This design comes from an exercise in tuning for small area and a short achievable clock period on the open sky130 flow, not from production work.
Function was checked by simulation only, so behaviour that the tests miss may differ from the original.

<file path="design/flow/config.mk">
export PLATFORM = sky130hd
export DESIGN_NAME = dct_row_top
export DESIGN_NICKNAME = dct_row_top
export VERILOG_FILES = /design/flow/design.v
export SDC_FILE = /design/flow/constraint.sdc
export NUM_CORES = 4
export LEC_CHECK = 0
export CAP_MARGIN = 20
export CORE_MARGIN = 2
export CORE_UTILIZATION = 70
export PLACE_DENSITY = 0.85
export SETUP_SLACK_MARGIN = 3.45
export SLEW_MARGIN = 20
export TNS_END_PERCENT = 100
</file>
<file path="design/flow/constraint.sdc">
create_clock -name core_clock -period 6.0 [get_ports {clk_i}]
set_input_delay 1.2000 -clock core_clock [delete_from_list [all_inputs] [get_ports {clk_i}]]
set_output_delay 1.2000 -clock core_clock [all_outputs]
set_load 0.01 [all_outputs]
</file>
<file path="design/flow/design.v">
`timescale 1ns/1ps
`default_nettype none
module dct_row_top (
  input  logic        clk_i,
  input  logic        rst_i,
  input  logic        px_valid_i,
  input  logic [7:0]  px_data_i,
  output logic        coef_valid_o,
  output logic [11:0] coef_data_o,
  output logic [2:0]  coef_index_o
);
logic [2:0] px_cnt;
logic [7:0] xs0, xs1, xs2, xs3, xs4, xs5, xs6;
logic [7:0] y0, y1, y2, y3, y4, y5, y6, y7;
logic       row_done;
assign row_done = px_valid_i & (&px_cnt);
always_ff @(posedge clk_i, posedge rst_i)
  if (rst_i) px_cnt <= 3'd0;
  else if (px_valid_i) px_cnt <= px_cnt + 3'd1;
always_ff @(posedge clk_i)
  if (px_valid_i) begin
    xs0 <= px_data_i; xs1 <= xs0; xs2 <= xs1; xs3 <= xs2; xs4 <= xs3; xs5 <= xs4; xs6 <= xs5;
  end
always_ff @(posedge clk_i)
  if (row_done) begin
    y0 <= xs6; y1 <= xs5; y2 <= xs4; y3 <= xs3; y4 <= xs2; y5 <= xs1; y6 <= xs0; y7 <= px_data_i;
  end
logic       busy;
logic [2:0] kc, kc_nx;
logic [3:0] n1, n2, ci, n1_nx, n2_nx, ci_nx;
assign kc_nx = row_done ? 3'd0 : kc + 3'd1;
always_comb begin
  case (kc_nx)
    3'd0: begin n1_nx = 4'b0000; n2_nx = 4'b0000; ci_nx = 4'b0000; end
    3'd1: begin n1_nx = 4'b0000; n2_nx = 4'b1111; ci_nx = 4'b1111; end
    3'd2: begin n1_nx = 4'b1100; n2_nx = 4'b1100; ci_nx = 4'b1100; end
    3'd3: begin n1_nx = 4'b1110; n2_nx = 4'b0001; ci_nx = 4'b1111; end
    3'd4: begin n1_nx = 4'b0110; n2_nx = 4'b0110; ci_nx = 4'b0110; end
    3'd5: begin n1_nx = 4'b0010; n2_nx = 4'b1101; ci_nx = 4'b1111; end
    3'd6: begin n1_nx = 4'b1010; n2_nx = 4'b1010; ci_nx = 4'b1010; end
    3'd7: begin n1_nx = 4'b1010; n2_nx = 4'b0101; ci_nx = 4'b1111; end
    default: begin n1_nx = 4'b0000; n2_nx = 4'b0000; ci_nx = 4'b0000; end
  endcase
end
always_ff @(posedge clk_i, posedge rst_i)
  if (rst_i) begin busy <= 1'b0; kc <= 3'd0; end
  else if (row_done) begin busy <= 1'b1; kc <= 3'd0; end
  else if (busy) begin kc <= kc + 3'd1; if (&kc) busy <= 1'b0; end
always_ff @(posedge clk_i) begin
  n1 <= n1_nx; n2 <= n2_nx; ci <= ci_nx;
end
logic [8:0] u0, u1, u2, u3;
logic ca, cb;           
logic oddu, o1, o3, o5, o7;    
logic ep_a, ep_b, eq_a, eq_b, er_a, er_b, es_a, es_b;
logic [2:0] ku;
logic       vu;
always_ff @(posedge clk_i) begin
  u0 <= 9'(y0 ^ {8{n1[0]}}) + 9'(y7 ^ {8{n2[0]}}) + 9'(ci[0]);
  u1 <= 9'(y1 ^ {8{n1[1]}}) + 9'(y6 ^ {8{n2[1]}}) + 9'(ci[1]);
  u2 <= 9'(y2 ^ {8{n1[2]}}) + 9'(y5 ^ {8{n2[2]}}) + 9'(ci[2]);
  u3 <= 9'(y3 ^ {8{n1[3]}}) + 9'(y4 ^ {8{n2[3]}}) + 9'(ci[3]);
  ku <= kc;
  ca <= (kc == 3'd2) | (kc == 3'd6); cb <= (kc == 3'd2) | (kc == 3'd6);
  oddu <= kc[0];
  ep_a <= (kc == 3'd0) | (kc == 3'd2) | (kc == 3'd4);
  ep_b <= (kc == 3'd6);
  eq_a <= (kc == 3'd6);
  eq_b <= (kc == 3'd0) | (kc == 3'd2) | (kc == 3'd4);
  er_a <= (kc == 3'd6);
  er_b <= (kc == 3'd2);
  es_a <= (kc == 3'd0) | (kc == 3'd2) | (kc == 3'd4);
  es_b <= (kc == 3'd6);
  o1 <= (kc == 3'd1); o3 <= (kc == 3'd3); o5 <= (kc == 3'd5); o7 <= (kc == 3'd7);
end
always_ff @(posedge clk_i, posedge rst_i)
  if (rst_i) vu <= 1'b0; else vu <= busy;
logic [9:0] al, be;
logic [9:0] vp;
logic [9:0] vq;
logic [9:0] vr;
logic [9:0] vs;
logic c_k0, c_k4, c_k26, c_odd;    
logic       vv;
assign al = 10'(u0) + 10'(u3) + 10'(ca);
assign be = 10'(u1) + 10'(u2) + 10'(cb);
logic [8:0] pm_p;
assign pm_p = ({9{o1}} & u0) | ({9{o3}} & u2) | ({9{o5}} & u1) | ({9{o7}} & u3);
logic [8:0] pm_q;
assign pm_q = ({9{o1}} & u1) | ({9{o3}} & u0) | ({9{o5}} & u3) | ({9{o7}} & u2);
logic [8:0] pm_r;
assign pm_r = ({9{o1}} & u2) | ({9{o3}} & u3) | ({9{o5}} & u0) | ({9{o7}} & u1);
logic [8:0] pm_s;
assign pm_s = ({9{o1}} & u3) | ({9{o3}} & u1) | ({9{o5}} & u2) | ({9{o7}} & u0);
always_ff @(posedge clk_i) begin
  vp <= ({10{oddu}} & {1'b0, pm_p}) | ({10{ep_a}} & al) | ({10{ep_b}} & be);
  vq <= ({10{oddu}} & {1'b0, pm_q}) | ({10{eq_a}} & al) | ({10{eq_b}} & be);
  vr <= ({10{oddu}} & {1'b0, pm_r}) | ({10{er_a}} & al) | ({10{er_b}} & be);
  vs <= ({10{oddu}} & {1'b0, pm_s}) | ({10{es_a}} & al) | ({10{es_b}} & be);
  c_k0 <= (ku == 3'd0); c_k4 <= (ku == 3'd4); c_k26 <= (ku == 3'd2) | (ku == 3'd6); c_odd <= ku[0];
end
always_ff @(posedge clk_i, posedge rst_i)
  if (rst_i) vv <= 1'b0; else vv <= vu;
logic row_p0_en;
logic row_p0_ng;
logic [9:0] row_p0;
assign row_p0 = ((vp & {10{row_p0_en}}) ^ {10{row_p0_ng}});
logic [9:0] row_p1;
assign row_p1 = ~vp;
logic row_p3_ng;
logic [9:0] row_p3;
assign row_p3 = (vp ^ {10{row_p3_ng}});
logic [9:0] row_p9;
assign row_p9 = vp;
logic row_q1_en;
logic [9:0] row_q1;
assign row_q1 = (vq & {10{row_q1_en}});
logic [9:0] row_q3;
assign row_q3 = vq;
logic row_q5_ng;
logic [9:0] row_q5;
assign row_q5 = (vq ^ {10{row_q5_ng}});
logic [9:0] row_q7;
assign row_q7 = ~vq;
logic row_q9_en;
logic [9:0] row_q9;
assign row_q9 = (vq & {10{row_q9_en}});
logic [9:0] row_r2;
assign row_r2 = ~vr;
logic [9:0] row_r5;
assign row_r5 = vr;
logic [9:0] row_r8;
assign row_r8 = vr;
logic [9:0] row_s2;
assign row_s2 = vs;
logic [9:0] row_s5;
assign row_s5 = ~vs;
logic row_s7_en;
logic row_s7_ng;
logic [9:0] row_s7;
assign row_s7 = ((vs & {10{row_s7_en}}) ^ {10{row_s7_ng}});
always_ff @(posedge clk_i) begin
  row_p0_en <= (ku == 3'd2) | (ku == 3'd6);
  row_p0_ng <= (ku == 3'd2) | (ku == 3'd6);
  row_p3_ng <= ~((ku == 3'd0) | (ku == 3'd4));
  row_q1_en <= ~((ku == 3'd2) | (ku == 3'd6));
  row_q5_ng <= (ku == 3'd0) | (ku == 3'd4);
  row_q9_en <= ~((ku == 3'd2) | (ku == 3'd6));
  row_s7_en <= ~((ku == 3'd2) | (ku == 3'd6));
  row_s7_ng <= (ku == 3'd0) | (ku == 3'd4);
end
logic [21:0] kconst;
assign kconst[0] = (c_k26);
assign kconst[1] = 1'b1;
assign kconst[2] = ~(c_k4);
assign kconst[3] = ~(c_k0);
assign kconst[4] = (c_k4);
assign kconst[5] = (c_k26 | c_odd);
assign kconst[6] = (c_k0);
assign kconst[7] = (c_k26 | c_odd);
assign kconst[8] = (c_k0);
assign kconst[9] = ~(c_k26);
assign kconst[10] = (c_k4 | c_k26);
assign kconst[11] = ~(c_k4);
assign kconst[12] = 1'b0;
assign kconst[13] = (c_k0 | c_odd);
assign kconst[14] = (c_k0 | c_k4);
assign kconst[15] = (c_k0);
assign kconst[16] = (c_k4);
assign kconst[17] = (c_k0);
assign kconst[18] = (c_k4);
assign kconst[19] = ~(c_k4);
assign kconst[20] = 1'b1;
assign kconst[21] = 1'b1;
wire cs1 = row_p1[7] ^ row_q3[5];
wire cc1 = row_p1[7] & row_q3[5];
wire cs2 = row_p1[8] ^ row_p9[0] ^ row_q3[6];
wire cc2 = (row_p1[8] & row_p9[0]) | (row_p1[8] & row_q3[6]) | (row_p9[0] & row_q3[6]);
wire cs3 = row_q7[2] ^ row_r2[7] ^ row_r5[4];
wire cc3 = (row_q7[2] & row_r2[7]) | (row_q7[2] & row_r5[4]) | (row_r2[7] & row_r5[4]);
wire cs4 = row_p1[9] ^ row_p9[1] ^ row_q3[7];
wire cc4 = (row_p1[9] & row_p9[1]) | (row_p1[9] & row_q3[7]) | (row_p9[1] & row_q3[7]);
wire cs5 = row_q7[3] ^ row_r2[8] ^ row_r5[5];
wire cc5 = (row_q7[3] & row_r2[8]) | (row_q7[3] & row_r5[5]) | (row_r2[8] & row_r5[5]);
wire cs6 = row_p9[2] ^ row_q3[8] ^ row_q7[4];
wire cc6 = (row_p9[2] & row_q3[8]) | (row_p9[2] & row_q7[4]) | (row_q3[8] & row_q7[4]);
wire cs7 = row_p1[4] ^ row_q3[2] ^ row_r2[3];
wire cc7 = (row_p1[4] & row_q3[2]) | (row_p1[4] & row_r2[3]) | (row_q3[2] & row_r2[3]);
wire cs8 = row_p1[5] ^ row_q3[3] ^ row_r2[4];
wire cc8 = (row_p1[5] & row_q3[3]) | (row_p1[5] & row_r2[4]) | (row_q3[3] & row_r2[4]);
wire cs9 = row_r5[1] ^ row_s2[4];
wire cc9 = row_r5[1] & row_s2[4];
wire cs10 = row_p1[6] ^ row_q3[4] ^ row_q7[0];
wire cc10 = (row_p1[6] & row_q3[4]) | (row_p1[6] & row_q7[0]) | (row_q3[4] & row_q7[0]);
wire cs11 = row_r2[5] ^ row_r5[2] ^ row_s2[5];
wire cc11 = (row_r2[5] & row_r5[2]) | (row_r2[5] & row_s2[5]) | (row_r5[2] & row_s2[5]);
wire cs12 = row_s5[2] ^ row_p0[7] ^ row_p3[4];
wire cc12 = (row_s5[2] & row_p0[7]) | (row_s5[2] & row_p3[4]) | (row_p0[7] & row_p3[4]);
wire cs13 = row_q7[1] ^ row_r2[6] ^ row_r5[3];
wire cc13 = (row_q7[1] & row_r2[6]) | (row_q7[1] & row_r5[3]) | (row_r2[6] & row_r5[3]);
wire cs14 = row_r8[0] ^ row_s2[6] ^ row_s5[3];
wire cc14 = (row_r8[0] & row_s2[6]) | (row_r8[0] & row_s5[3]) | (row_s2[6] & row_s5[3]);
wire cs15 = cs1 ^ row_p0[8] ^ row_p3[5];
wire cc15 = (cs1 & row_p0[8]) | (cs1 & row_p3[5]) | (row_p0[8] & row_p3[5]);
wire cs16 = row_q1[7] ^ row_q5[3];
wire cc16 = row_q1[7] & row_q5[3];
wire cs17 = row_r8[1] ^ row_s2[7] ^ row_s5[4];
wire cc17 = (row_r8[1] & row_s2[7]) | (row_r8[1] & row_s5[4]) | (row_s2[7] & row_s5[4]);
wire cs18 = cc1 ^ row_p0[9] ^ row_p3[6];
wire cc18 = (cc1 & row_p0[9]) | (cc1 & row_p3[6]) | (row_p0[9] & row_p3[6]);
wire cs19 = row_q1[8] ^ row_q5[4] ^ row_q9[0];
wire cc19 = (row_q1[8] & row_q5[4]) | (row_q1[8] & row_q9[0]) | (row_q5[4] & row_q9[0]);
wire cs20 = row_s7[2] ^ kconst[9] ^ cs2;
wire cc20 = (row_s7[2] & kconst[9]) | (row_s7[2] & cs2) | (kconst[9] & cs2);
wire cs21 = row_r8[2] ^ row_s2[8] ^ row_s5[5];
wire cc21 = (row_r8[2] & row_s2[8]) | (row_r8[2] & row_s5[5]) | (row_s2[8] & row_s5[5]);
wire cs22 = row_p3[7] ^ row_q1[9] ^ row_q5[5];
wire cc22 = (row_p3[7] & row_q1[9]) | (row_p3[7] & row_q5[5]) | (row_q1[9] & row_q5[5]);
wire cs23 = row_q9[1] ^ row_s7[3] ^ kconst[10];
wire cc23 = (row_q9[1] & row_s7[3]) | (row_q9[1] & kconst[10]) | (row_s7[3] & kconst[10]);
wire cs24 = cc2 ^ cc3 ^ cs4;
wire cc24 = (cc2 & cc3) | (cc2 & cs4) | (cc3 & cs4);
wire cs25 = row_r2[9] ^ row_r5[6] ^ row_r8[3];
wire cc25 = (row_r2[9] & row_r5[6]) | (row_r2[9] & row_r8[3]) | (row_r5[6] & row_r8[3]);
wire cs26 = row_s2[9] ^ row_s5[6] ^ row_p3[8];
wire cc26 = (row_s2[9] & row_s5[6]) | (row_s2[9] & row_p3[8]) | (row_s5[6] & row_p3[8]);
wire cs27 = row_q5[6] ^ row_q9[2] ^ row_s7[4];
wire cc27 = (row_q5[6] & row_q9[2]) | (row_q5[6] & row_s7[4]) | (row_q9[2] & row_s7[4]);
wire cs28 = kconst[11] ^ cc4 ^ cc5;
wire cc28 = (kconst[11] & cc4) | (kconst[11] & cc5) | (cc4 & cc5);
wire cs29 = row_p9[3] ^ row_q3[9] ^ row_q7[5];
wire cc29 = (row_p9[3] & row_q3[9]) | (row_p9[3] & row_q7[5]) | (row_q3[9] & row_q7[5]);
wire cs30 = row_r5[7] ^ row_r8[4] ^ row_s5[7];
wire cc30 = (row_r5[7] & row_r8[4]) | (row_r5[7] & row_s5[7]) | (row_r8[4] & row_s5[7]);
wire cs31 = row_p3[9] ^ row_q5[7] ^ row_q9[3];
wire cc31 = (row_p3[9] & row_q5[7]) | (row_p3[9] & row_q9[3]) | (row_q5[7] & row_q9[3]);
wire cs32 = row_p9[4] ^ row_q7[6] ^ row_r5[8];
wire cc32 = (row_p9[4] & row_q7[6]) | (row_p9[4] & row_r5[8]) | (row_q7[6] & row_r5[8]);
wire cs33 = row_r8[5] ^ row_s5[8];
wire cc33 = row_r8[5] & row_s5[8];
wire cs34 = row_p9[5] ^ row_q7[7] ^ row_r5[9];
wire cc34 = (row_p9[5] & row_q7[7]) | (row_p9[5] & row_r5[9]) | (row_q7[7] & row_r5[9]);
wire cs35 = row_p1[2] ^ row_q3[0] ^ row_r2[1];
wire cc35 = (row_p1[2] & row_q3[0]) | (row_p1[2] & row_r2[1]) | (row_q3[0] & row_r2[1]);
wire cs36 = row_p1[3] ^ row_q3[1] ^ row_r2[2];
wire cc36 = (row_p1[3] & row_q3[1]) | (row_p1[3] & row_r2[2]) | (row_q3[1] & row_r2[2]);
wire cs37 = row_s2[2] ^ row_p0[4];
wire cc37 = row_s2[2] & row_p0[4];
wire cs38 = row_r5[0] ^ row_s2[3] ^ row_s5[0];
wire cc38 = (row_r5[0] & row_s2[3]) | (row_r5[0] & row_s5[0]) | (row_s2[3] & row_s5[0]);
wire cs39 = row_p0[5] ^ row_p3[2] ^ row_q1[4];
wire cc39 = (row_p0[5] & row_p3[2]) | (row_p0[5] & row_q1[4]) | (row_p3[2] & row_q1[4]);
wire cs40 = row_q5[0] ^ kconst[5];
wire cc40 = row_q5[0] & kconst[5];
wire cs41 = row_s5[1] ^ cs9 ^ row_p0[6];
wire cc41 = (row_s5[1] & cs9) | (row_s5[1] & row_p0[6]) | (cs9 & row_p0[6]);
wire cs42 = row_p3[3] ^ row_q1[5] ^ row_q5[1];
wire cc42 = (row_p3[3] & row_q1[5]) | (row_p3[3] & row_q5[1]) | (row_q1[5] & row_q5[1]);
wire cs43 = kconst[6] ^ cc7 ^ cs8;
wire cc43 = (kconst[6] & cc7) | (kconst[6] & cs8) | (cc7 & cs8);
wire cs44 = cc9 ^ row_q1[6] ^ row_q5[2];
wire cc44 = (cc9 & row_q1[6]) | (cc9 & row_q5[2]) | (row_q1[6] & row_q5[2]);
wire cs45 = row_s7[0] ^ kconst[7] ^ cc8;
wire cc45 = (row_s7[0] & kconst[7]) | (row_s7[0] & cc8) | (kconst[7] & cc8);
wire cs46 = cs10 ^ cs11 ^ cs12;
wire cc46 = (cs10 & cs11) | (cs10 & cs12) | (cs11 & cs12);
wire cs47 = row_s7[1] ^ kconst[8] ^ cc10;
wire cc47 = (row_s7[1] & kconst[8]) | (row_s7[1] & cc10) | (kconst[8] & cc10);
wire cs48 = cc11 ^ cs13 ^ cs14;
wire cc48 = (cc11 & cs13) | (cc11 & cs14) | (cs13 & cs14);
wire cs49 = cs16 ^ cc12 ^ cs15;
wire cc49 = (cs16 & cc12) | (cs16 & cs15) | (cc12 & cs15);
wire cs50 = cc13 ^ cc14 ^ cs17;
wire cc50 = (cc13 & cc14) | (cc13 & cs17) | (cc14 & cs17);
wire cs51 = cs3 ^ cc16 ^ cc15;
wire cc51 = (cs3 & cc16) | (cs3 & cc15) | (cc16 & cc15);
wire cs52 = cs18 ^ cs19 ^ cs20;
wire cc52 = (cs18 & cs19) | (cs18 & cs20) | (cs19 & cs20);
wire cs53 = cc17 ^ cs21 ^ cs5;
wire cc53 = (cc17 & cs21) | (cc17 & cs5) | (cs21 & cs5);
wire cs54 = cc18 ^ cc19 ^ cs22;
wire cc54 = (cc18 & cc19) | (cc18 & cs22) | (cc19 & cs22);
wire cs55 = cs23 ^ cc20 ^ cs24;
wire cc55 = (cs23 & cc20) | (cs23 & cs24) | (cc20 & cs24);
wire cs56 = cc21 ^ cs25 ^ cs6;
wire cc56 = (cc21 & cs25) | (cc21 & cs6) | (cs25 & cs6);
wire cs57 = cc22 ^ cs26 ^ cs27;
wire cc57 = (cc22 & cs26) | (cc22 & cs27) | (cs26 & cs27);
wire cs58 = cc23 ^ cc24 ^ cs28;
wire cc58 = (cc23 & cc24) | (cc23 & cs28) | (cc24 & cs28);
wire cs59 = row_s7[5] ^ cc25 ^ cc6;
wire cc59 = (row_s7[5] & cc25) | (row_s7[5] & cc6) | (cc25 & cc6);
wire cs60 = cs29 ^ cs30 ^ cc26;
wire cc60 = (cs29 & cs30) | (cs29 & cc26) | (cs30 & cc26);
wire cs61 = cc27 ^ cs31 ^ cc28;
wire cc61 = (cc27 & cs31) | (cc27 & cc28) | (cs31 & cc28);
wire cs62 = cs33 ^ row_q5[8] ^ row_q9[4];
wire cc62 = (cs33 & row_q5[8]) | (cs33 & row_q9[4]) | (row_q5[8] & row_q9[4]);
wire cs63 = row_s7[6] ^ kconst[13] ^ cc29;
wire cc63 = (row_s7[6] & kconst[13]) | (row_s7[6] & cc29) | (kconst[13] & cc29);
wire cs64 = cc30 ^ cs32 ^ cc31;
wire cc64 = (cc30 & cs32) | (cc30 & cc31) | (cs32 & cc31);
wire cs65 = row_r8[6] ^ row_s5[9] ^ cc33;
wire cc65 = (row_r8[6] & row_s5[9]) | (row_r8[6] & cc33) | (row_s5[9] & cc33);
wire cs66 = row_q5[9] ^ row_q9[5] ^ row_s7[7];
wire cc66 = (row_q5[9] & row_q9[5]) | (row_q5[9] & row_s7[7]) | (row_q9[5] & row_s7[7]);
wire cs67 = kconst[14] ^ cc32 ^ cs34;
wire cc67 = (kconst[14] & cc32) | (kconst[14] & cs34) | (cc32 & cs34);
wire cs68 = row_p9[6] ^ row_q7[8] ^ row_r8[7];
wire cc68 = (row_p9[6] & row_q7[8]) | (row_p9[6] & row_r8[7]) | (row_q7[8] & row_r8[7]);
wire cs69 = row_q9[6] ^ row_s7[8] ^ kconst[15];
wire cc69 = (row_q9[6] & row_s7[8]) | (row_q9[6] & kconst[15]) | (row_s7[8] & kconst[15]);
wire cs70 = row_p9[7] ^ row_q7[9] ^ row_r8[8];
wire cc70 = (row_p9[7] & row_q7[9]) | (row_p9[7] & row_r8[8]) | (row_q7[9] & row_r8[8]);
wire cs71 = row_p1[1] ^ row_r2[0] ^ row_s2[0];
wire cc71 = (row_p1[1] & row_r2[0]) | (row_p1[1] & row_s2[0]) | (row_r2[0] & row_s2[0]);
wire cs72 = row_s2[1] ^ row_p0[3] ^ row_p3[0];
wire cc72 = (row_s2[1] & row_p0[3]) | (row_s2[1] & row_p3[0]) | (row_p0[3] & row_p3[0]);
wire cs73 = row_q1[2] ^ kconst[3];
wire cc73 = row_q1[2] & kconst[3];
wire cs74 = row_p3[1] ^ row_q1[3] ^ kconst[4];
wire cc74 = (row_p3[1] & row_q1[3]) | (row_p3[1] & kconst[4]) | (row_q1[3] & kconst[4]);
wire cs75 = cc35 ^ cs36 ^ cs37;
wire cc75 = (cc35 & cs36) | (cc35 & cs37) | (cs36 & cs37);
wire cs76 = cc36 ^ cs38 ^ cs7;
wire cc76 = (cc36 & cs38) | (cc36 & cs7) | (cs38 & cs7);
wire cs77 = cc37 ^ cs40 ^ cs39;
wire cc77 = (cc37 & cs40) | (cc37 & cs39) | (cs40 & cs39);
wire cs78 = cc38 ^ cc40 ^ cc39;
wire cc78 = (cc38 & cc40) | (cc38 & cc39) | (cc40 & cc39);
wire cs79 = cs41 ^ cs42 ^ cs43;
wire cc79 = (cs41 & cs42) | (cs41 & cs43) | (cs42 & cs43);
wire cs80 = cc41 ^ cc42 ^ cs44;
wire cc80 = (cc41 & cc42) | (cc41 & cs44) | (cc42 & cs44);
wire cs81 = cc43 ^ cs45 ^ cs46;
wire cc81 = (cc43 & cs45) | (cc43 & cs46) | (cs45 & cs46);
wire cs82 = cc44 ^ cc45 ^ cs47;
wire cc82 = (cc44 & cc45) | (cc44 & cs47) | (cc45 & cs47);
wire cs83 = cs48 ^ cc46 ^ cs49;
wire cc83 = (cs48 & cc46) | (cs48 & cs49) | (cc46 & cs49);
wire cs84 = cc47 ^ cc48 ^ cs50;
wire cc84 = (cc47 & cc48) | (cc47 & cs50) | (cc48 & cs50);
wire cs85 = cc49 ^ cs51 ^ cs52;
wire cc85 = (cc49 & cs51) | (cc49 & cs52) | (cs51 & cs52);
wire cs86 = cc50 ^ cs53 ^ cc51;
wire cc86 = (cc50 & cs53) | (cc50 & cc51) | (cs53 & cc51);
wire cs87 = cs54 ^ cc52 ^ cs55;
wire cc87 = (cs54 & cc52) | (cs54 & cs55) | (cc52 & cs55);
wire cs88 = cc53 ^ cs56 ^ cc54;
wire cc88 = (cc53 & cs56) | (cc53 & cc54) | (cs56 & cc54);
wire cs89 = cs57 ^ cc55 ^ cs58;
wire cc89 = (cs57 & cc55) | (cs57 & cs58) | (cc55 & cs58);
wire cs90 = cc56 ^ cs59 ^ cc57;
wire cc90 = (cc56 & cs59) | (cc56 & cc57) | (cs59 & cc57);
wire cs91 = cs60 ^ cc58 ^ cs61;
wire cc91 = (cs60 & cc58) | (cs60 & cs61) | (cc58 & cs61);
wire cs92 = cs62 ^ cc59 ^ cs63;
wire cc92 = (cs62 & cc59) | (cs62 & cs63) | (cc59 & cs63);
wire cs93 = cc60 ^ cs64 ^ cc61;
wire cc93 = (cc60 & cs64) | (cc60 & cc61) | (cs64 & cc61);
wire cs94 = cs65 ^ cc62 ^ cs66;
wire cc94 = (cs65 & cc62) | (cs65 & cs66) | (cc62 & cs66);
wire cs95 = cc63 ^ cs67 ^ cc64;
wire cc95 = (cc63 & cs67) | (cc63 & cc64) | (cs67 & cc64);
wire cs96 = cc34 ^ cs68 ^ cc65;
wire cc96 = (cc34 & cs68) | (cc34 & cc65) | (cs68 & cc65);
wire cs97 = cc66 ^ cs69 ^ cc67;
wire cc97 = (cc66 & cs69) | (cc66 & cc67) | (cs69 & cc67);
wire cs98 = row_q9[7] ^ row_s7[9] ^ kconst[16];
wire cc98 = (row_q9[7] & row_s7[9]) | (row_q9[7] & kconst[16]) | (row_s7[9] & kconst[16]);
wire cs99 = cc68 ^ cs70 ^ cc69;
wire cc99 = (cc68 & cs70) | (cc68 & cc69) | (cs70 & cc69);
wire cs100 = row_p9[8] ^ row_r8[9] ^ row_q9[8];
wire cc100 = (row_p9[8] & row_r8[9]) | (row_p9[8] & row_q9[8]) | (row_r8[9] & row_q9[8]);
wire cs101 = kconst[17] ^ cc70;
wire cc101 = kconst[17] & cc70;
wire cs102 = row_p9[9] ^ row_q9[9];
wire cc102 = row_p9[9] & row_q9[9];
logic cq_0_0;
always_ff @(posedge clk_i) cq_0_0 <= row_p0[0];
logic cq_0_1;
always_ff @(posedge clk_i) cq_0_1 <= kconst[0];
logic cq_1_1;
always_ff @(posedge clk_i) cq_1_1 <= row_p1[0];
logic cq_1_2;
always_ff @(posedge clk_i) cq_1_2 <= row_p0[1];
logic cq_1_3;
always_ff @(posedge clk_i) cq_1_3 <= row_q1[0];
logic cq_2_0;
always_ff @(posedge clk_i) cq_2_0 <= cs71;
logic cq_2_1;
always_ff @(posedge clk_i) cq_2_1 <= row_p0[2];
logic cq_2_2;
always_ff @(posedge clk_i) cq_2_2 <= row_q1[1];
logic cq_2_3;
always_ff @(posedge clk_i) cq_2_3 <= kconst[2];
logic cq_3_0;
always_ff @(posedge clk_i) cq_3_0 <= cc71;
logic cq_3_1;
always_ff @(posedge clk_i) cq_3_1 <= cs72;
logic cq_3_2;
always_ff @(posedge clk_i) cq_3_2 <= cs73;
logic cq_3_3;
always_ff @(posedge clk_i) cq_3_3 <= cs35;
logic cq_4_0;
always_ff @(posedge clk_i) cq_4_0 <= cc72;
logic cq_4_1;
always_ff @(posedge clk_i) cq_4_1 <= cc73;
logic cq_4_2;
always_ff @(posedge clk_i) cq_4_2 <= cs74;
logic cq_4_3;
always_ff @(posedge clk_i) cq_4_3 <= cs75;
logic cq_5_0;
always_ff @(posedge clk_i) cq_5_0 <= cc74;
logic cq_5_1;
always_ff @(posedge clk_i) cq_5_1 <= cc75;
logic cq_5_2;
always_ff @(posedge clk_i) cq_5_2 <= cs76;
logic cq_5_3;
always_ff @(posedge clk_i) cq_5_3 <= cs77;
logic cq_6_0;
always_ff @(posedge clk_i) cq_6_0 <= cc76;
logic cq_6_1;
always_ff @(posedge clk_i) cq_6_1 <= cc77;
logic cq_6_2;
always_ff @(posedge clk_i) cq_6_2 <= cs78;
logic cq_6_3;
always_ff @(posedge clk_i) cq_6_3 <= cs79;
logic cq_7_0;
always_ff @(posedge clk_i) cq_7_0 <= cc78;
logic cq_7_1;
always_ff @(posedge clk_i) cq_7_1 <= cc79;
logic cq_7_2;
always_ff @(posedge clk_i) cq_7_2 <= cs80;
logic cq_7_3;
always_ff @(posedge clk_i) cq_7_3 <= cs81;
logic cq_8_0;
always_ff @(posedge clk_i) cq_8_0 <= cc80;
logic cq_8_1;
always_ff @(posedge clk_i) cq_8_1 <= cc81;
logic cq_8_2;
always_ff @(posedge clk_i) cq_8_2 <= cs82;
logic cq_8_3;
always_ff @(posedge clk_i) cq_8_3 <= cs83;
logic cq_9_0;
always_ff @(posedge clk_i) cq_9_0 <= cc82;
logic cq_9_1;
always_ff @(posedge clk_i) cq_9_1 <= cc83;
logic cq_9_2;
always_ff @(posedge clk_i) cq_9_2 <= cs84;
logic cq_9_3;
always_ff @(posedge clk_i) cq_9_3 <= cs85;
logic cq_10_0;
always_ff @(posedge clk_i) cq_10_0 <= cc84;
logic cq_10_1;
always_ff @(posedge clk_i) cq_10_1 <= cc85;
logic cq_10_2;
always_ff @(posedge clk_i) cq_10_2 <= cs86;
logic cq_10_3;
always_ff @(posedge clk_i) cq_10_3 <= cs87;
logic cq_11_0;
always_ff @(posedge clk_i) cq_11_0 <= cc86;
logic cq_11_1;
always_ff @(posedge clk_i) cq_11_1 <= cc87;
logic cq_11_2;
always_ff @(posedge clk_i) cq_11_2 <= cs88;
logic cq_11_3;
always_ff @(posedge clk_i) cq_11_3 <= cs89;
logic cq_12_0;
always_ff @(posedge clk_i) cq_12_0 <= cc88;
logic cq_12_1;
always_ff @(posedge clk_i) cq_12_1 <= cc89;
logic cq_12_2;
always_ff @(posedge clk_i) cq_12_2 <= cs90;
logic cq_12_3;
always_ff @(posedge clk_i) cq_12_3 <= cs91;
logic cq_13_0;
always_ff @(posedge clk_i) cq_13_0 <= cc90;
logic cq_13_1;
always_ff @(posedge clk_i) cq_13_1 <= cc91;
logic cq_13_2;
always_ff @(posedge clk_i) cq_13_2 <= cs92;
logic cq_13_3;
always_ff @(posedge clk_i) cq_13_3 <= cs93;
logic cq_14_0;
always_ff @(posedge clk_i) cq_14_0 <= cc92;
logic cq_14_1;
always_ff @(posedge clk_i) cq_14_1 <= cc93;
logic cq_14_2;
always_ff @(posedge clk_i) cq_14_2 <= cs94;
logic cq_14_3;
always_ff @(posedge clk_i) cq_14_3 <= cs95;
logic cq_15_0;
always_ff @(posedge clk_i) cq_15_0 <= cc94;
logic cq_15_1;
always_ff @(posedge clk_i) cq_15_1 <= cc95;
logic cq_15_2;
always_ff @(posedge clk_i) cq_15_2 <= cs96;
logic cq_15_3;
always_ff @(posedge clk_i) cq_15_3 <= cs97;
logic cq_16_0;
always_ff @(posedge clk_i) cq_16_0 <= cc96;
logic cq_16_1;
always_ff @(posedge clk_i) cq_16_1 <= cc97;
logic cq_16_2;
always_ff @(posedge clk_i) cq_16_2 <= cs98;
logic cq_16_3;
always_ff @(posedge clk_i) cq_16_3 <= cs99;
logic cq_17_0;
always_ff @(posedge clk_i) cq_17_0 <= cc98;
logic cq_17_1;
always_ff @(posedge clk_i) cq_17_1 <= cc99;
logic cq_17_2;
always_ff @(posedge clk_i) cq_17_2 <= cs100;
logic cq_17_3;
always_ff @(posedge clk_i) cq_17_3 <= cs101;
logic cq_18_0;
always_ff @(posedge clk_i) cq_18_0 <= cc100;
logic cq_18_1;
always_ff @(posedge clk_i) cq_18_1 <= cc101;
logic cq_18_2;
always_ff @(posedge clk_i) cq_18_2 <= cs102;
logic cq_18_3;
always_ff @(posedge clk_i) cq_18_3 <= kconst[18];
logic cq_19_0;
always_ff @(posedge clk_i) cq_19_0 <= cc102;
logic cq_19_1;
always_ff @(posedge clk_i) cq_19_1 <= kconst[19];
logic vc;
always_ff @(posedge clk_i, posedge rst_i)
  if (rst_i) vc <= 1'b0; else vc <= vv;
wire cs103 = 1'b1 ^ cq_1_1;
wire cc103 = 1'b1 & cq_1_1;
wire cs104 = cq_2_0 ^ cq_2_1 ^ cq_2_2;
wire cc104 = (cq_2_0 & cq_2_1) | (cq_2_0 & cq_2_2) | (cq_2_1 & cq_2_2);
wire cs105 = cq_3_0 ^ cq_3_1 ^ cq_3_2;
wire cc105 = (cq_3_0 & cq_3_1) | (cq_3_0 & cq_3_2) | (cq_3_1 & cq_3_2);
wire cs106 = cq_4_0 ^ cq_4_1 ^ cq_4_2;
wire cc106 = (cq_4_0 & cq_4_1) | (cq_4_0 & cq_4_2) | (cq_4_1 & cq_4_2);
wire cs107 = cq_5_0 ^ cq_5_1 ^ cq_5_2;
wire cc107 = (cq_5_0 & cq_5_1) | (cq_5_0 & cq_5_2) | (cq_5_1 & cq_5_2);
wire cs108 = cq_6_0 ^ cq_6_1 ^ cq_6_2;
wire cc108 = (cq_6_0 & cq_6_1) | (cq_6_0 & cq_6_2) | (cq_6_1 & cq_6_2);
wire cs109 = cq_7_0 ^ cq_7_1 ^ cq_7_2;
wire cc109 = (cq_7_0 & cq_7_1) | (cq_7_0 & cq_7_2) | (cq_7_1 & cq_7_2);
wire cs110 = cq_8_0 ^ cq_8_1 ^ cq_8_2;
wire cc110 = (cq_8_0 & cq_8_1) | (cq_8_0 & cq_8_2) | (cq_8_1 & cq_8_2);
wire cs111 = cq_9_0 ^ cq_9_1 ^ cq_9_2;
wire cc111 = (cq_9_0 & cq_9_1) | (cq_9_0 & cq_9_2) | (cq_9_1 & cq_9_2);
wire cs112 = cq_10_0 ^ cq_10_1 ^ cq_10_2;
wire cc112 = (cq_10_0 & cq_10_1) | (cq_10_0 & cq_10_2) | (cq_10_1 & cq_10_2);
wire cs113 = cq_11_0 ^ cq_11_1 ^ cq_11_2;
wire cc113 = (cq_11_0 & cq_11_1) | (cq_11_0 & cq_11_2) | (cq_11_1 & cq_11_2);
wire cs114 = cq_12_0 ^ cq_12_1 ^ cq_12_2;
wire cc114 = (cq_12_0 & cq_12_1) | (cq_12_0 & cq_12_2) | (cq_12_1 & cq_12_2);
wire cs115 = cq_13_0 ^ cq_13_1 ^ cq_13_2;
wire cc115 = (cq_13_0 & cq_13_1) | (cq_13_0 & cq_13_2) | (cq_13_1 & cq_13_2);
wire cs116 = cq_14_0 ^ cq_14_1 ^ cq_14_2;
wire cc116 = (cq_14_0 & cq_14_1) | (cq_14_0 & cq_14_2) | (cq_14_1 & cq_14_2);
wire cs117 = cq_15_0 ^ cq_15_1 ^ cq_15_2;
wire cc117 = (cq_15_0 & cq_15_1) | (cq_15_0 & cq_15_2) | (cq_15_1 & cq_15_2);
wire cs118 = cq_16_0 ^ cq_16_1 ^ cq_16_2;
wire cc118 = (cq_16_0 & cq_16_1) | (cq_16_0 & cq_16_2) | (cq_16_1 & cq_16_2);
wire cs119 = cq_17_0 ^ cq_17_1 ^ cq_17_2;
wire cc119 = (cq_17_0 & cq_17_1) | (cq_17_0 & cq_17_2) | (cq_17_1 & cq_17_2);
wire cs120 = cq_18_0 ^ cq_18_1 ^ cq_18_2;
wire cc120 = (cq_18_0 & cq_18_1) | (cq_18_0 & cq_18_2) | (cq_18_1 & cq_18_2);
wire cs121 = cq_1_2 ^ cq_1_3;
wire cc121 = cq_1_2 & cq_1_3;
wire cs122 = cq_2_3 ^ cc103 ^ cs104;
wire cc122 = (cq_2_3 & cc103) | (cq_2_3 & cs104) | (cc103 & cs104);
wire cs123 = cq_3_3 ^ cc104 ^ cs105;
wire cc123 = (cq_3_3 & cc104) | (cq_3_3 & cs105) | (cc104 & cs105);
wire cs124 = cq_4_3 ^ cc105 ^ cs106;
wire cc124 = (cq_4_3 & cc105) | (cq_4_3 & cs106) | (cc105 & cs106);
wire cs125 = cq_5_3 ^ cc106 ^ cs107;
wire cc125 = (cq_5_3 & cc106) | (cq_5_3 & cs107) | (cc106 & cs107);
wire cs126 = cq_6_3 ^ cc107 ^ cs108;
wire cc126 = (cq_6_3 & cc107) | (cq_6_3 & cs108) | (cc107 & cs108);
wire cs127 = cq_7_3 ^ cc108 ^ cs109;
wire cc127 = (cq_7_3 & cc108) | (cq_7_3 & cs109) | (cc108 & cs109);
wire cs128 = cq_8_3 ^ cc109 ^ cs110;
wire cc128 = (cq_8_3 & cc109) | (cq_8_3 & cs110) | (cc109 & cs110);
wire cs129 = cq_9_3 ^ cc110 ^ cs111;
wire cc129 = (cq_9_3 & cc110) | (cq_9_3 & cs111) | (cc110 & cs111);
wire cs130 = cq_10_3 ^ cc111 ^ cs112;
wire cc130 = (cq_10_3 & cc111) | (cq_10_3 & cs112) | (cc111 & cs112);
wire cs131 = cq_11_3 ^ cc112 ^ cs113;
wire cc131 = (cq_11_3 & cc112) | (cq_11_3 & cs113) | (cc112 & cs113);
wire cs132 = cq_12_3 ^ cc113 ^ cs114;
wire cc132 = (cq_12_3 & cc113) | (cq_12_3 & cs114) | (cc113 & cs114);
wire cs133 = cq_13_3 ^ cc114 ^ cs115;
wire cc133 = (cq_13_3 & cc114) | (cq_13_3 & cs115) | (cc114 & cs115);
wire cs134 = cq_14_3 ^ cc115 ^ cs116;
wire cc134 = (cq_14_3 & cc115) | (cq_14_3 & cs116) | (cc115 & cs116);
wire cs135 = cq_15_3 ^ cc116 ^ cs117;
wire cc135 = (cq_15_3 & cc116) | (cq_15_3 & cs117) | (cc116 & cs117);
wire cs136 = cq_16_3 ^ cc117 ^ cs118;
wire cc136 = (cq_16_3 & cc117) | (cq_16_3 & cs118) | (cc117 & cs118);
wire cs137 = cq_17_3 ^ cc118 ^ cs119;
wire cc137 = (cq_17_3 & cc118) | (cq_17_3 & cs119) | (cc118 & cs119);
wire cs138 = cq_18_3 ^ cc119 ^ cs120;
wire cc138 = (cq_18_3 & cc119) | (cq_18_3 & cs120) | (cc119 & cs120);
wire cs139 = cq_19_0 ^ cq_19_1 ^ cc120;
wire cc139 = (cq_19_0 & cq_19_1) | (cq_19_0 & cc120) | (cq_19_1 & cc120);
logic [10:0] lowsum;
assign lowsum = {1'b0, cc128, cc127, cc126, cc125, cc124, cc123, cc122, cc121, cs121, cq_0_0} + {1'b0, cs129, cs128, cs127, cs126, cs125, cs124, cs123, cs122, cs103, cq_0_1};
logic cr_lowc;
always_ff @(posedge clk_i) cr_lowc <= lowsum[10];
logic cr_10_0;
always_ff @(posedge clk_i) cr_10_0 <= cc129;
logic cr_10_1;
always_ff @(posedge clk_i) cr_10_1 <= cs130;
logic cr_11_0;
always_ff @(posedge clk_i) cr_11_0 <= cc130;
logic cr_11_1;
always_ff @(posedge clk_i) cr_11_1 <= cs131;
logic cr_12_0;
always_ff @(posedge clk_i) cr_12_0 <= cc131;
logic cr_12_1;
always_ff @(posedge clk_i) cr_12_1 <= cs132;
logic cr_13_0;
always_ff @(posedge clk_i) cr_13_0 <= cc132;
logic cr_13_1;
always_ff @(posedge clk_i) cr_13_1 <= cs133;
logic cr_14_0;
always_ff @(posedge clk_i) cr_14_0 <= cc133;
logic cr_14_1;
always_ff @(posedge clk_i) cr_14_1 <= cs134;
logic cr_15_0;
always_ff @(posedge clk_i) cr_15_0 <= cc134;
logic cr_15_1;
always_ff @(posedge clk_i) cr_15_1 <= cs135;
logic cr_16_0;
always_ff @(posedge clk_i) cr_16_0 <= cc135;
logic cr_16_1;
always_ff @(posedge clk_i) cr_16_1 <= cs136;
logic cr_17_0;
always_ff @(posedge clk_i) cr_17_0 <= cc136;
logic cr_17_1;
always_ff @(posedge clk_i) cr_17_1 <= cs137;
logic cr_18_0;
always_ff @(posedge clk_i) cr_18_0 <= cc137;
logic cr_18_1;
always_ff @(posedge clk_i) cr_18_1 <= cs138;
logic cr_19_0;
always_ff @(posedge clk_i) cr_19_0 <= cc138;
logic cr_19_1;
always_ff @(posedge clk_i) cr_19_1 <= cs139;
logic cr_20_0;
always_ff @(posedge clk_i) cr_20_0 <= cc139;
logic vc2;
always_ff @(posedge clk_i, posedge rst_i)
  if (rst_i) vc2 <= 1'b0; else vc2 <= vc;
logic [21:0] fa, fb, fsum;
assign fa = {1'b1, cr_20_0, cr_19_0, cr_18_0, cr_17_0, cr_16_0, cr_15_0, cr_14_0, cr_13_0, cr_12_0, cr_11_0, cr_10_0, 1'b0, 1'b0, 1'b0, 1'b0, 1'b0, 1'b0, 1'b0, 1'b0, 1'b0, 1'b0};
assign fb = {1'b0, 1'b1, cr_19_1, cr_18_1, cr_17_1, cr_16_1, cr_15_1, cr_14_1, cr_13_1, cr_12_1, cr_11_1, cr_10_1, 1'b0, 1'b0, 1'b0, 1'b0, 1'b0, 1'b0, 1'b0, 1'b0, 1'b0, 1'b0};
logic [12:0] fhi;
assign fhi = {fa[21:10], 1'b1} + {fb[21:10], cr_lowc};
assign fsum = {fhi[12:1], 10'd0};
always_ff @(posedge clk_i) coef_data_o <= fsum[21:10];
always_ff @(posedge clk_i, posedge rst_i)
  if (rst_i) coef_valid_o <= 1'b0; else coef_valid_o <= vc2;
always_ff @(posedge clk_i, posedge rst_i)
  if (rst_i) coef_index_o <= 3'd0; else if (coef_valid_o) coef_index_o <= coef_index_o + 3'd1;
endmodule
`default_nettype wire
</file>
<file path="design/flow/flow/run.sh">
#!/bin/bash
# Standard ORFS layout with one extra step between synthesis and floorplan:
# flow/pol.py re-chooses the polarity of every full adder (a full adder is self-dual)
# so that Yosys' extract_fa leaves fewer inverters. Registers are not touched.
set -euo pipefail
R=$PWD/orfs/results/$FLOW_PLATFORM/dct_row_top/base
bash standard.sh "$R/1_2_yosys.v" > synth.log 2>&1
cp "$R/1_2_yosys.v" "$PWD/1_2_yosys.before_pol.v"
python3 flow/pol.py "$PWD/1_2_yosys.before_pol.v" "$R/1_2_yosys.v" > pol.log 2>&1
# clock tree: the standard arguments, without the dummy loads CTS adds for balancing
export CTS_ARGS="-sink_clustering_enable -repair_clock_nets -dont_use_dummy_load -buf_list sky130_fd_sc_hd__clkbuf_8"
bash standard.sh finish > layout.log 2>&1
</file>
<file path="design/flow/flow/pol.py">
#!/usr/bin/env python3
"""Full-adder polarity optimisation of a Yosys netlist (sky130hd cells).

A full adder is self-dual: FA(~a, ~b, ~c) = (~sum, ~cout). Yosys' extract_fa leaves many
inverters between full adders; this pass chooses, for each sky130_fd_sc_hd__fa_* cell, whether
it computes the true or the complemented function, so that as few inverters as possible are
needed, then rebuilds the inverters. The logic function of every register input and output port
is unchanged; no register is touched.

usage: pol.py IN.v OUT.v
"""
import re, sys, collections, random

OUT_PINS = {'X', 'Y', 'Q', 'Q_N', 'SUM', 'COUT', 'HI', 'LO'}

def main(src, dst):
    text = open(src).read()
    m = re.search(r'^\s*module\s+(\S+)\s*\((.*?)\);', text, re.M | re.S)
    head_end = m.end()
    end = text.rindex('endmodule')
    body = text[head_end:end]
    # split body into statements
    inst_re = re.compile(r'^(\s*)(sky130_fd_sc_hd__\w+)\s+(\S+)\s*\((.*?)\);\s*$', re.M | re.S)
    pin_re = re.compile(r'\.(\w+)\(\s*(.*?)\s*\)\s*(?:,|$)', re.S)
    cells = []
    decls = []
    pos = 0
    others = []
    for mm in inst_re.finditer(body):
        others.append(body[pos:mm.start()])
        pos = mm.end()
        typ, name, pins = mm.group(2), mm.group(3), mm.group(4)
        pl = []
        for pm in pin_re.finditer(pins.strip()):
            pl.append([pm.group(1), pm.group(2).strip()])
        cells.append({'type': typ, 'name': name, 'pins': pl})
    tail = body[pos:]
    # ports
    ports_out = set()
    for mm in re.finditer(r'^\s*output\s+(\[(\d+):(\d+)\]\s*)?(\S+?)\s*;', text, re.M):
        if mm.group(1):
            hi, lo = int(mm.group(2)), int(mm.group(3))
            for i in range(min(hi, lo), max(hi, lo) + 1):
                ports_out.add('%s[%d]' % (mm.group(4), i))
        else:
            ports_out.add(mm.group(4))
    assigns = re.findall(r'^\s*assign\s+(.*?)\s*=\s*(.*?)\s*;', body, re.M)
    assert not assigns, 'assign statements not handled: %r' % assigns[:3]

    def isinv(c):
        return re.fullmatch(r'sky130_fd_sc_hd__(clk)?inv_\d+', c['type']) is not None
    def isfa(c):
        return re.fullmatch(r'sky130_fd_sc_hd__fa_\d+', c['type']) is not None
    def isxor(c):
        return re.fullmatch(r'sky130_fd_sc_hd__x(n)?or[23]_\d+', c['type']) is not None

    driver = {}
    for ci, c in enumerate(cells):
        for p, n in c['pins']:
            if p in OUT_PINS:
                driver[n] = (ci, p)
    invin = {}
    for ci, c in enumerate(cells):
        if isinv(c):
            d = dict(c['pins'])
            invin[d['Y']] = d['A']
    def resolve(n):
        par = 0
        seen = 0
        while n in invin:
            n = invin[n]; par ^= 1; seen += 1
            assert seen < 100
        return n, par
    keep_inv = set()
    for ci, c in enumerate(cells):
        if isinv(c) and dict(c['pins'])['Y'] in ports_out:
            keep_inv.add(ci)
    fa_ids = [ci for ci, c in enumerate(cells) if isfa(c)]
    fa_of_base = {}
    for ci in fa_ids:
        for p, n in cells[ci]['pins']:
            if p in ('SUM', 'COUT'):
                fa_of_base[n] = ci
    # consumers: (cell index or None for port, pin index, base, parity)
    cons = collections.defaultdict(list)   # base -> list of (ci, pinidx, par)
    for ci, c in enumerate(cells):
        if isinv(c) and ci not in keep_inv:
            continue
        for k, (p, n) in enumerate(c['pins']):
            if p in OUT_PINS:
                continue
            b, par = resolve(n)
            cons[b].append((ci, k, par))
    xor_ids = [ci for ci, c in enumerate(cells) if isxor(c)]
    xor_of_base = {}
    for ci in xor_ids:
        for p, n in cells[ci]['pins']:
            if p in OUT_PINS:
                xor_of_base[n] = ci
    pol = {ci: 0 for ci in fa_ids}
    xpol = {ci: 0 for ci in xor_ids}
    def pdrv(b):
        ci = fa_of_base.get(b)
        if ci is not None: return pol[ci]
        ci = xor_of_base.get(b)
        if ci is not None: return xpol[ci]
        return 0
    def need(ci, par):
        return par ^ (pol[ci] if ci in pol else 0)
    def cost_base(b):
        pd = pdrv(b)
        return 1 if any(ci not in xpol and need(ci, par) != pd for ci, k, par in cons.get(b, [])) else 0
    # bases touched by each FA
    touch = collections.defaultdict(set)
    for ci in fa_ids:
        for p, n in cells[ci]['pins']:
            if p in ('SUM', 'COUT'):
                touch[ci].add(n)
            else:
                touch[ci].add(resolve(n)[0])
    for ci in xor_ids:
        for p, n in cells[ci]['pins']:
            if p in OUT_PINS:
                touch[ci].add(n)
    allbases = set(cons.keys())
    before = sum(1 for ci, c in enumerate(cells) if isinv(c))
    start = sum(cost_base(b) for b in allbases)
    rnd = random.Random(1)
    improved = True
    it = 0
    while improved and it < 50:
        improved = False
        it += 1
        order = fa_ids + xor_ids
        rnd.shuffle(order)
        for ci in order:
            t = touch[ci]
            d = pol if ci in pol else xpol
            c0 = sum(cost_base(b) for b in t)
            d[ci] ^= 1
            c1 = sum(cost_base(b) for b in t)
            if c1 < c0:
                improved = True
            elif c1 > c0 or rnd.random() < 0.5:
                d[ci] ^= 1
    # simulated annealing from the greedy result
    import math
    cur = sum(cost_base(b) for b in allbases)
    best_state = (dict(pol), dict(xpol), cur)
    allv = fa_ids + xor_ids
    T = 2.0
    for step in range(200000):
        ci = allv[rnd.randrange(len(allv))]
        t = touch[ci]
        d = pol if ci in pol else xpol
        c0 = sum(cost_base(b) for b in t)
        d[ci] ^= 1
        c1 = sum(cost_base(b) for b in t)
        delta = c1 - c0
        if delta <= 0 or rnd.random() < math.exp(-delta / T):
            cur += delta
            if cur < best_state[2]:
                best_state = (dict(pol), dict(xpol), cur)
        else:
            d[ci] ^= 1
        T = max(0.05, T * 0.99997)
    pol.clear(); pol.update(best_state[0]); xpol.clear(); xpol.update(best_state[1])
    final = sum(cost_base(b) for b in allbases)
    # rebuild
    newinv = {}
    out_cells = []
    nid = [0]
    newwires = []
    def invnet(b):
        if b not in newinv:
            nid[0] += 1
            w = 'pol_n%d' % nid[0]
            newwires.append(w)
            newinv[b] = w
        return newinv[b]
    for ci, c in enumerate(cells):
        if isinv(c) and ci not in keep_inv:
            continue
        if ci in xpol:
            # inputs straight from the base nets; the cell type absorbs every inversion
            t = 1 if 'xnor' in c['type'] else 0
            t ^= xpol[ci]
            pins = []
            outn = None
            for p, n in c['pins']:
                if p in OUT_PINS:
                    outn = n; continue
                b, par = resolve(n)
                t ^= par ^ pdrv(b)
                pins.append((p, b))
            m = re.fullmatch(r'sky130_fd_sc_hd__x(n)?or([23])_(\d+)', c['type'])
            typ = 'sky130_fd_sc_hd__%s%s_%s' % ('xnor' if t else 'xor', m.group(2), m.group(3))
            pins.append(('Y' if t else 'X', outn))
            out_cells.append((typ, c['name'], pins))
            continue
        pins = []
        for p, n in c['pins']:
            if p in OUT_PINS:
                pins.append((p, n)); continue
            b, par = resolve(n)
            q = need(ci, par)
            if q == pdrv(b):
                pins.append((p, b))
            else:
                pins.append((p, invnet(b)))
        out_cells.append((c['type'], c['name'], pins))
    for b, w in newinv.items():
        nid[0] += 1
        out_cells.append(('sky130_fd_sc_hd__inv_1', 'pol_inv%d' % nid[0], [('A', b), ('Y', w)]))
    lines = [text[:head_end]]
    lines.append(''.join(others[:1]))
    for w in newwires:
        lines.append('  wire %s;\n' % w)
    for typ, name, pins in out_cells:
        lines.append('  %s %s (\n%s\n  );\n' % (typ, name, ',\n'.join('    .%s(%s)' % (p, n + ' ' if n.startswith('\\') else n) for p, n in pins)))
    lines.append(tail)
    lines.append(text[end:])
    open(dst, 'w').write(''.join(lines))
    flipped = sum(pol.values()) + sum(xpol.values())
    sys.stderr.write('pol: inverters %d -> %d (needed before opt %d), %d of %d full adders flipped\n'
                     % (before, final + len(keep_inv), start, flipped, len(fa_ids)))

if __name__ == '__main__':
    main(sys.argv[1], sys.argv[2])
</file>
<file path="design/flow/standard.sh">
#!/bin/bash
# synth_recipe.tcl (not shown) runs the flow's synth.tcl, then flattens the netlist and writes it again
# the make line also repeats each setting of config.mk as NAME=value (left out here)
make -C /OpenROAD-flow-scripts/flow DESIGN_CONFIG=/design/flow/config.mk WORK_HOME=/design/flow/orfs CLKGATE_MAP_FILE= SYNTH_SCRIPT=/design/flow/synth_recipe.tcl "${@:-finish}"
</file>
==> results of run 1 <==
## final timing paths
path	startpoint	end	slack (ns)
min in group asynchronous	rst_i	kc[2]	1.00
setup reg to reg	cq_2_1	cr_lowc	3.49
setup / recovery	cq_2_1	cr_lowc	3.49
max in group asynchronous	rst_i	vc2	4.61
hold reg to reg	vc2	coef_valid_o	0.35
hold / removal	vc2	coef_valid_o	0.35
## cells in the final DEF, fill, tap and decap left out, types with 4 or more instances in the layout
cell type        count
a21oi_2             11
a22oi_1             57
clkdlybuf4s50_1      9
fa_2                 7
and2_1               9
xnor2_1             39
o21ai_0             42
mux2_2               4
o21a_1               5
ha_1                88
dfxtp_4              8
nor2_1              29
nand2_1             70
a22o_1              28
clkbuf_8            53
a221o_1             17
inv_1               87
a21boi_0            12
a211oi_2             5
or2_2                6
dfxtp_1            190
fa_1               133
xor2_1              91
dfxtp_2             13
dfrtp_1             15
a21oi_1             22
o211ai_1             4
nor2b_1             18
mux2i_1              5
edfxtp_1           120
dlygate4sd2_1       16
a21o_1              13
nor3_1               6
buf_4                7
a211oi_1             4
o21bai_1             7
## critical path: stages (launching register included)
cell and delay [ns]:
dfxtp_2 0.32, fa_1 0.55, fa_1 0.42, ha_1 0.34, a21oi_2 0.12, nand2_1 0.07
a211oi_2 0.18, o21bai_1 0.10, a211oi_2 0.22, o21ai_1 0.07
## repair_timing
action	4_1_cts	5_1_grt
resized for setup	42	21
hold buffers	0	0
buffers inserted	0	3
setup endpoints to repair	40	16
pin swaps	5	15
## area by class of cell
type	instances	area, um2	area share [%]
Timing Repair Buffer	33	288	1.63
Tap cell	313	392	2.21
Sequential cell	346	8250	46.6
Inverter	89	338	1.91
Clock buffer	53	729	4.12
Multi-Input combinational cell	764	7710	43.5
## through the flow
| step | setup WS (ns) | std cells |
|---|---|---|
| 4_1_cts | 3.45 | 1595 |
| 5_1_grt | 3.30 | 1598 |
| 2_1_floorplan | 3.09 | 1238 |
| 6_report | 3.49 | 1598 |
| 3_3_place_gp | 3.17 | 1542 |
| 3_5_place_dp | 3.13 | 1542 |
## layer usage
metal	GRT usage, %	share of wire [%]
met5	0	0
met4	10.6	4.1
met3	3.82	3.5
met2	49.7	54
met1	29.9	39
## state kept, by name, summed over array words and instances (netlist names), 9 cells and up
signal and flops:
vp 10, coef_data_o 12, vq 10, vs 9, u1 9, u0 9
u3 9, u2 9, vr 10
==> impl_metrics.toml, run 1 <==
[sta]
setup_viol = 0
fin_tns_setup_ns = 0
fin_crit_sh_pct = 41.9
hold_violations = 0
fmaxAchievable_ghz = 0.398
skew_ns = 0.0397
rsz0062_at_grt = "yes"
slew_violations = 0
whs_ns = 0.347
relSlewSlack_pct = 46.3
worst-slew-pin-transition_ns = 0.804
finalCriticalPeriod_ns = 2.51

[floorplanning]
coreArea_um2 = 22800
die_h_um = 157
start_util_pct = 71.5
die_area_um2 = 24500
fp-row-count = 55
pin_count = 27
die_w_um = 157

[route]
vias = 9155
routed_via_density = 5.73
drt_wl_total_mm = 30.4
drtPass1Iterations = 6
drtIter0Drc = 370
drc = 0
ant_nets = 0
wire_per_inst_um = 19.0

[final_layout]
postLayoutCoreUtil_pct = 77.7
final_nets = 1526
finish.instance_area_um2 = 17700
drive_above_1_share_pct = 9.65
insertedDiodeCount = 0
fillers = 1377
syn2layout_area_growth_pct = 8.67

[synth]
syn-mean-instance-area_um2 = 13.2
ys_warn_count = 1
syn_nets = 1477
synth_area_um2 = 16300
postSynthCellCount = 1238

[worst_setup_path]
arrival_ns = 2.92
start_kind = "flop"
reg2regPathDepth = 9
worst-path-max-fanout = 2
critPathKind = "flop to flop"
crit_required_ns = 6.40
worstSetupEndpointType = "flop"

[global_routing]
first_global_vias = 10000
grt_max_degree = 60
grt_usage_pct = 26.3
grt_pass1_wl_mm = 49.5
grt_overflow_total = 0
antenna_found_initial = 0

[clocking]
numCtsBuffers = 53
cts_max_level = 2
cts_tree = "built"
clkLatencyLatePin_ns = 0.55
cts.sinks = 346
clockBufferDepth = 3
clkTransAtPathRegs_ns = 0.05
ctsRootBufferMaster = "clkbuf_8"

[placement]
hpwlAfterDp_mm = 23.4
routabilityCongestion = 0.938
place_area_um2 = 16800
portBuffers = 26

[run]
maxCapViolations = 0

[run_status]
status = "no timing/DRC/antenna violations"

[min_path]
min_delay_path_depth = 0
hold_path.class = "flop to flop"
==> inputs of run 2 (changes only) <==
--- a/design/flow/config.mk
+++ b/design/flow/config.mk
@@ -9,6 +9,5 @@
 export CORE_MARGIN = 2
 export CORE_UTILIZATION = 70
 export PLACE_DENSITY = 0.85
-export SETUP_SLACK_MARGIN = 3.45
+export SETUP_SLACK_MARGIN = 3.4
 export SLEW_MARGIN = 20
-export TNS_END_PERCENT = 100
==> impl_metrics.toml, run 2 <==
[worst_setup_path]
start_kind = "flop"
crit_family = "adder cells"
cp.depth = 5
worst-path-max-fanout = 5
max_stage_delay_ns = 0.54
crit_start = "vp[9]"
crit_top_cell = "fa_1"
r2r_slack_ns = 3.50
worstReg2RegEnd = "cq_11_3"
worstSetupEndpointType = "flop"
cp.buffers_inverters = 1
r2r-start = "vp[9]"
arrival_ns = 2.91
reg2regPathDepth = 5
timing.critical_path.cells = "inv_2 > fa_1 > fa_1 > fa_1 > fa_1"
critPathKind = "flop to flop"
slowest_stage = "fa_1"
crit_required_ns = 6.41

[final_layout]
drive_above_1_share_pct = 8.51
final_cell_mix = "dfxtp_1, fa_1, edfxtp_1"
insertedDiodeCount = 0
largest-register = "coef_data_o"
largest_reg_flops = 12
final_nets = 1522
fin_cells = 1594
final_common_cell = "dfxtp_1"
syn2layout_area_growth_pct = 8.21

[sta]
skew_ns = 0.0607
hold_violations = 0
fmaxAchievable_ghz = 0.399
finalCriticalPeriod_ns = 2.50
fin_tns_setup_ns = 0
fin_crit_sh_pct = 41.7
relSlewSlack_pct = 46.2
slew_violations = 0
worst-slew-pin-transition_ns = 0.806
rsz0062_at_grt = "yes"
setup_viol = 0

[placement]
hpwlAfterDp_mm = 23.7
portBuffers = 26
dp.cells = 1542
routabilityCongestion = 0.942

[synth]
syn_nets = 1477
ys_warn_count = 1
synth_area_um2 = 16300
postSynthCellCount = 1238
syn-mean-instance-area_um2 = 13.2

[global_routing]
grt_overflow_total = 0
antenna_found_initial = 1
grt_pass1_wl_mm = 49.3
first_global_vias = 9761
grt_max_degree = 60
grt_usage_pct = 26.4

[clocking]
clkTransAtPathRegs_ns = 0.06
clkLatencyLatePin_ns = 0.57
clockBufferDepth = 3
cts_max_level = 2
numCtsBuffers = 52
ctsRootBufferMaster = "clkbuf_8"
cts_tree = "built"
cts.sinks = 346

[route]
routed_via_density = 5.74
drtIter0Drc = 431
wire_per_inst_um = 19.2
vias = 9157
drc = 0
ant_nets = 0
drt_wl_total_mm = 30.6
drtPass1Iterations = 5

[min_path]
whs_endpoint = "coef_valid_o"
hold_path.class = "flop to flop"
min_delay_path_depth = 0
min_from = "vc2"

[run_status]
status = "no timing/DRC/antenna violations"

[floorplanning]
die_h_um = 157
die_w_um = 157
pin_count = 27
coreArea_um2 = 22800
die_area_um2 = 24500
start_util_pct = 71.5
fp-row-count = 55

[run]
maxCapViolations = 0
==> run 2: worst register-to-register path, delay by kind of cell, from the launching register on <==
family / cells / cell delay, ns
flip-flops: 1 / 0.40
buffers and inverters: 1 / 0.09
adder cells (fa/ha/maj): 4 / 1.88
==> run 2: timing repair <==
action / CTS / global route
setup buffers: 0 / 0
hold buffers: 0 / 0
pin swaps: 2 / 9
endpoints found under the hold margin: 0 / 0
setup endpoints to repair: 33 / 17
gates resized for setup: 29 / 18
==> run 2: final cells by class <==
| class | instances | area (um2) |
|---|---|---|
| clock buffer | 52 | 716 |
| fill | 1380 | 5150 |
| inverter | 89 | 338 |
| multi-input combinational | 764 | 7690 |
| sequential | 346 | 8230 |
| tap | 313 | 392 |
| timing repair buffer | 30 | 265 |
==> run 2: per-layer routing <==
metal / up-vias / share of wire (%) / wire length (um) / global-route usage (%)
li1: 4315 / - / - / -
met1: 4528 / 38 / 11800 / 30.4
met2: 233 / 53 / 16400 / 48.7
met3: 81 / 3.9 / 1190 / 4.32
met4: 0 / 4.2 / 1300 / 11.1
met5: - / 0 / 0 / 0
==> run 2: how the worst max path moves through the flow <==
stage | to | slack [ns]
floorplan | n2[1] | 3.09
global placement | y2[7] | 3.23
detailed placement | y5[7] | 3.18
CTS | u1[8] | 3.37
global route | u1[8] | 3.36
finish | cq_11_3 | 3.50
==> run 2: stage by stage <==
| step | setup slack (ns) | instance area [um2] | util (%) | hold slack (ns) |
|---|---|---|---|---|
| detailed placement | 3.18 | 16800 | 74.0 | 0.335 |
| floorplan | 3.09 | 16300 | - | 0.331 |
| CTS | 3.37 | 17600 | 77.1 | 0.342 |
| global placement | 3.23 | 16800 | 74.0 | 0.332 |
| global route | 3.36 | 17600 | 77.4 | 0.347 |
| finish | 3.50 | 17600 | 77.4 | 0.342 |

[static timing again, ports no longer ideal]
How much do the figures lean on ideal ports? The routed layouts below were timed once more, with nothing changed but the port constraints.
Step 1 assumes that a clkbuf_16 drives the clock port and a buf_2 every other input.
Step 2 adds t to the input delays and takes it off the output delays; t is the mean of the earliest and latest rising clock arrival at the registers after step 1. Input paths then give back, and output paths get back, about the clock's delay inside the block.
Three values: no drivers, after step 1, after step 2; two values: the first two.
| run | shift t [ns] | slack for setup (ns) | worst slew at a driven data input, ns | pins driven straight from the clock port |
|---|---|---|---|---|
| run 1 | 0.579 | 3.486 / 3.486 / 3.124 | 0.04 | 1 |
| run 2 | 0.591 | 3.497 / 3.453 / 3.140 | 0.07 | 1 |
After both steps every run listed still meets setup and hold. For run 1, which loses most, drivers alone change the setup slack by 0.000 ns; drivers and shift together by -0.362 ns.
